This is an optimization exercise on Yosys and OpenROAD, whose aim is small area, a short achievable clock period and few clock cycles, not a production implementation. Function was checked by simulation only, so behaviour that the tests miss may differ from the original. Power and IR drop assume default switching activity.

== yarrow ==
## mandel_top
module mandel_top (
	input  wire                    clk,
	input  wire                    rst,
	input  wire                    psel,
	input  wire                    penable,
	input  wire                    pwrite,
	input  mandel_pkg::apb_addr_t  paddr,
	input  mandel_pkg::word_t      pwdata,
	output mandel_pkg::word_t      prdata,
	output logic                   pready,
	output logic                   pslverr,
	output logic                   pix_valid,
	output mandel_pkg::pix_addr_t  pix_addr,
	output mandel_pkg::iter_t      pix_iter,
	output mandel_pkg::color_t     pix_color
);
==> flow/config.mk <==
export PLATFORM = sky130hd
export DESIGN_NAME = mandel_top
export DESIGN_NICKNAME = mandel_top
export VERILOG_FILES = /design/flow/design.v
export SDC_FILE = /design/flow/constraint.sdc
export NUM_CORES = 4
export LEC_CHECK = 0
export CAP_MARGIN = 20
export CORE_MARGIN = 2
export CORE_UTILIZATION = 60
export CTS_CLUSTER_DIAMETER = 100
export CTS_CLUSTER_SIZE = 30
export PLACE_DENSITY = 0.7
export SLEW_MARGIN = 20
==> flow/constraint.sdc <==
create_clock -name core_clock -period 22.0 [get_ports {clk}]
set_input_delay 4.4000 -clock core_clock [delete_from_list [all_inputs] [get_ports {clk}]]
set_output_delay 4.4000 -clock core_clock [all_outputs]
set_load 0.01 [all_outputs]
standard.sh (not shown) runs the stock make flow with config.mk's settings and CLKGATE_MAP_FILE= SYNTH_SCRIPT=/design/flow/synth_recipe.tcl, a recipe that flattens the netlist after the stock synthesis.
==> flow/flow/run.sh <==
#!/bin/bash
# The standard layout (the standard.sh: its synthesis, floorplan, power
# grid, placement, clock tree and routing), with two changes in how it is
# optimised; the clock period and the constraints stay the design's:
# - the port buffers that global placement adds are buf_4 cells rather than
#   the default delay-buffer cell, which is slow on every input and output
# - timing repair after clock-tree synthesis and global routing works the
#   worst paths down towards 5.5 ns instead of stopping once the 22 ns clock
#   is met (a setup margin of 16.5 ns)
set -euo pipefail
export BUFFER_PORTS_ARGS="-buffer_cell sky130_fd_sc_hd__buf_4"
export SETUP_SLACK_MARGIN=16.5
bash standard.sh finish > layout.log 2>&1
Testbench counts of yarrow, summed over its fixed seeds: cycles 339,082.
Input changes introduced in nickel (baseline for comparison: yarrow):
Settings: swapping 60 for 40 in CORE_UTILIZATION; clearing CTS_CLUSTER_SIZE, which used to be 30; clearing PLACE_DENSITY, which used to be 0.7; clearing CTS_CLUSTER_DIAMETER, which used to be 100.
- Looking at full die area, nickel sits about 50% higher than yarrow does.
- [compare] base=yarrow new=nickel: adder-cell share of the synthesized area flat; area share of buffers outside the clock network roughly the same; number of CTS-inserted buffers went up about 170%.
- The via count of nickel falls short of that of yarrow by 1,868.
- Against yarrow, routed wire length in nickel came out worse.
#### Input delta (juniper over nickel)
Settings: putting CTS_CLUSTER_DIAMETER at 100 where nothing was set; putting CTS_CLUSTER_SIZE at 30 where nothing was set; putting PLACE_DENSITY at 0.8 where nothing was set; swapping 40 for 70 in CORE_UTILIZATION.
## What came out
- juniper ran to completion and came out clean on the timing, design-rule and antenna checks.
- Die area: higher on nickel
- Changes observed in juniper relative to nickel: maximum number of pins on one net before global-route repair rose 59%, cell internal power dissipation moved down.
- In juniper, global-route usage is higher than in nickel.
- Achievable frequency: juniper higher than nickel
- Relative to nickel, the final standard cell area without fillers of juniper is lower by about 4.7%.
- Between juniper and nickel, it is juniper whose wire length is lower, by about 8%.
- Summary: with nickel as the reference, number of global-route vias before repair in juniper moved up by a few percent.

---

Another version of the RTL of mandel_top (not shown whole).
For scale: about 71,000 um^2 of cells after synthesis.
clock: 22.0 ns
lec_check: 0
cap_margin: 20
core_margin: 2
core_utilization: 40
slew_margin: 20
run.sh (not shown) runs the stock make flow with config.mk's settings and CLKGATE_MAP_FILE= SYNTH_SCRIPT=/design/flow/synth_recipe.tcl, a recipe that flattens the netlist after the stock synthesis.
Stock flow here: none of the scripts above is used.
The baseline finished with timing, DRC and antenna clean.
Testbench counts at the start, summed over its fixed seeds: cycles 673,532.
Change:
==> flow/flow/run.sh (new file) <==
#!/bin/bash
# The standard layout (the standard.sh: its synthesis, floorplan, power
# grid, placement, clock tree and routing), with two changes in how it is
# optimised; the clock period and the constraints stay the design's:
# - the port buffers that global placement adds are buf_4 cells rather than
#   the default delay-buffer cell, which is slow on every input and output
# - timing repair after clock-tree synthesis and global routing works the
#   worst paths down towards 5.5 ns instead of stopping once the 22 ns clock
#   is met (a setup margin of 16.5 ns)
set -euo pipefail
export BUFFER_PORTS_ARGS="-buffer_cell sky130_fd_sc_hd__buf_4"
export SETUP_SLACK_MARGIN=16.5
bash standard.sh finish > layout.log 2>&1
==> flow/standard.sh (new file) <==
#!/bin/bash
# synth_recipe.tcl (not shown) runs the flow's synth.tcl, then flattens the netlist and writes it again
# the make line also repeats each setting of config.mk as NAME=value (left out here)
make -C /OpenROAD-flow-scripts/flow DESIGN_CONFIG=/design/flow/config.mk WORK_HOME=/design/flow/orfs CLKGATE_MAP_FILE= SYNTH_SCRIPT=/design/flow/synth_recipe.tcl "${@:-finish}"
- CORE_UTILIZATION: 40 -> 60
- PLACE_DENSITY: unset -> 0.7
removed: flow/run.sh
Die area drops by about 33%.
Synthesized area is unchanged.
Setup slack is better by 0.61 ns.
Change:
==> flow/flow/run.sh (replaced) <==
#!/bin/bash
# The standard layout (the standard.sh: its synthesis, floorplan, power
# grid, placement, clock tree and routing, unchanged), except that the port
# buffers that global placement adds use buf_4 cells rather than the default
# delay-buffer cell, which is slow on every input and output path.
set -euo pipefail
export BUFFER_PORTS_ARGS="-buffer_cell sky130_fd_sc_hd__buf_4"
bash standard.sh finish > layout.log 2>&1
- CORE_UTILIZATION: 60 -> 40
- PLACE_DENSITY: 0.7 -> unset
The new run passed the timing, design-rule and antenna checks.
Flip-flop and latch count is unchanged.
Utilization shrinks by 22 points.
Register-to-register slack is worse by 0.82 ns.
First-iteration DRC count drops by a little under a tenth.
Synthesized area is unchanged.
Worst setup slack is worse by 0.56 ns.

-- re-timing with driven ports --
The results above use ideal ports. As a check the final layouts listed here were re-extracted and re-timed, cells and wires unchanged. Step 1, drivers: a clkbuf_16 drives clk and a buf_2 each remaining input, both assumed. Step 2, shift: input delay + t, output delay - t, t = (earliest + latest rising clock arrival at the registers) / 2. This alone moves slack from input paths to output paths. Slacks: ideal ports / drivers / drivers and shift; pairs: ideal ports / drivers.
run	t, ns	slack for setup (ns)	worst register clock-pin slew, ns	worst data-port slew with drivers (ns)	cell pins on the clock port's net
yarrow	0.845	16.197 / 16.105 / 15.840	0.12 / 0.12	0.10	1
nickel	0.941	16.184 / 16.076 / 15.810	0.07 / 0.07	0.11	1
juniper	0.846	16.280 / 16.186 / 15.694	0.12 / 0.12	0.09	1
the first run of note 2	0.794	15.684 / 15.694 / 14.943	0.07 / 0.07	0.15	1
the second run of note 2	0.757	16.298 / 16.228 / 15.815	0.07 / 0.07	0.13	1
the third run of note 2	0.780	15.735 / 15.735 / 15.402	0.07 / 0.07	0.15	1
After both steps setup and hold are still met in every run listed. For the first run of note 2, which loses most, drivers alone change the setup slack by +0.010 ns; drivers and shift together by -0.741 ns.
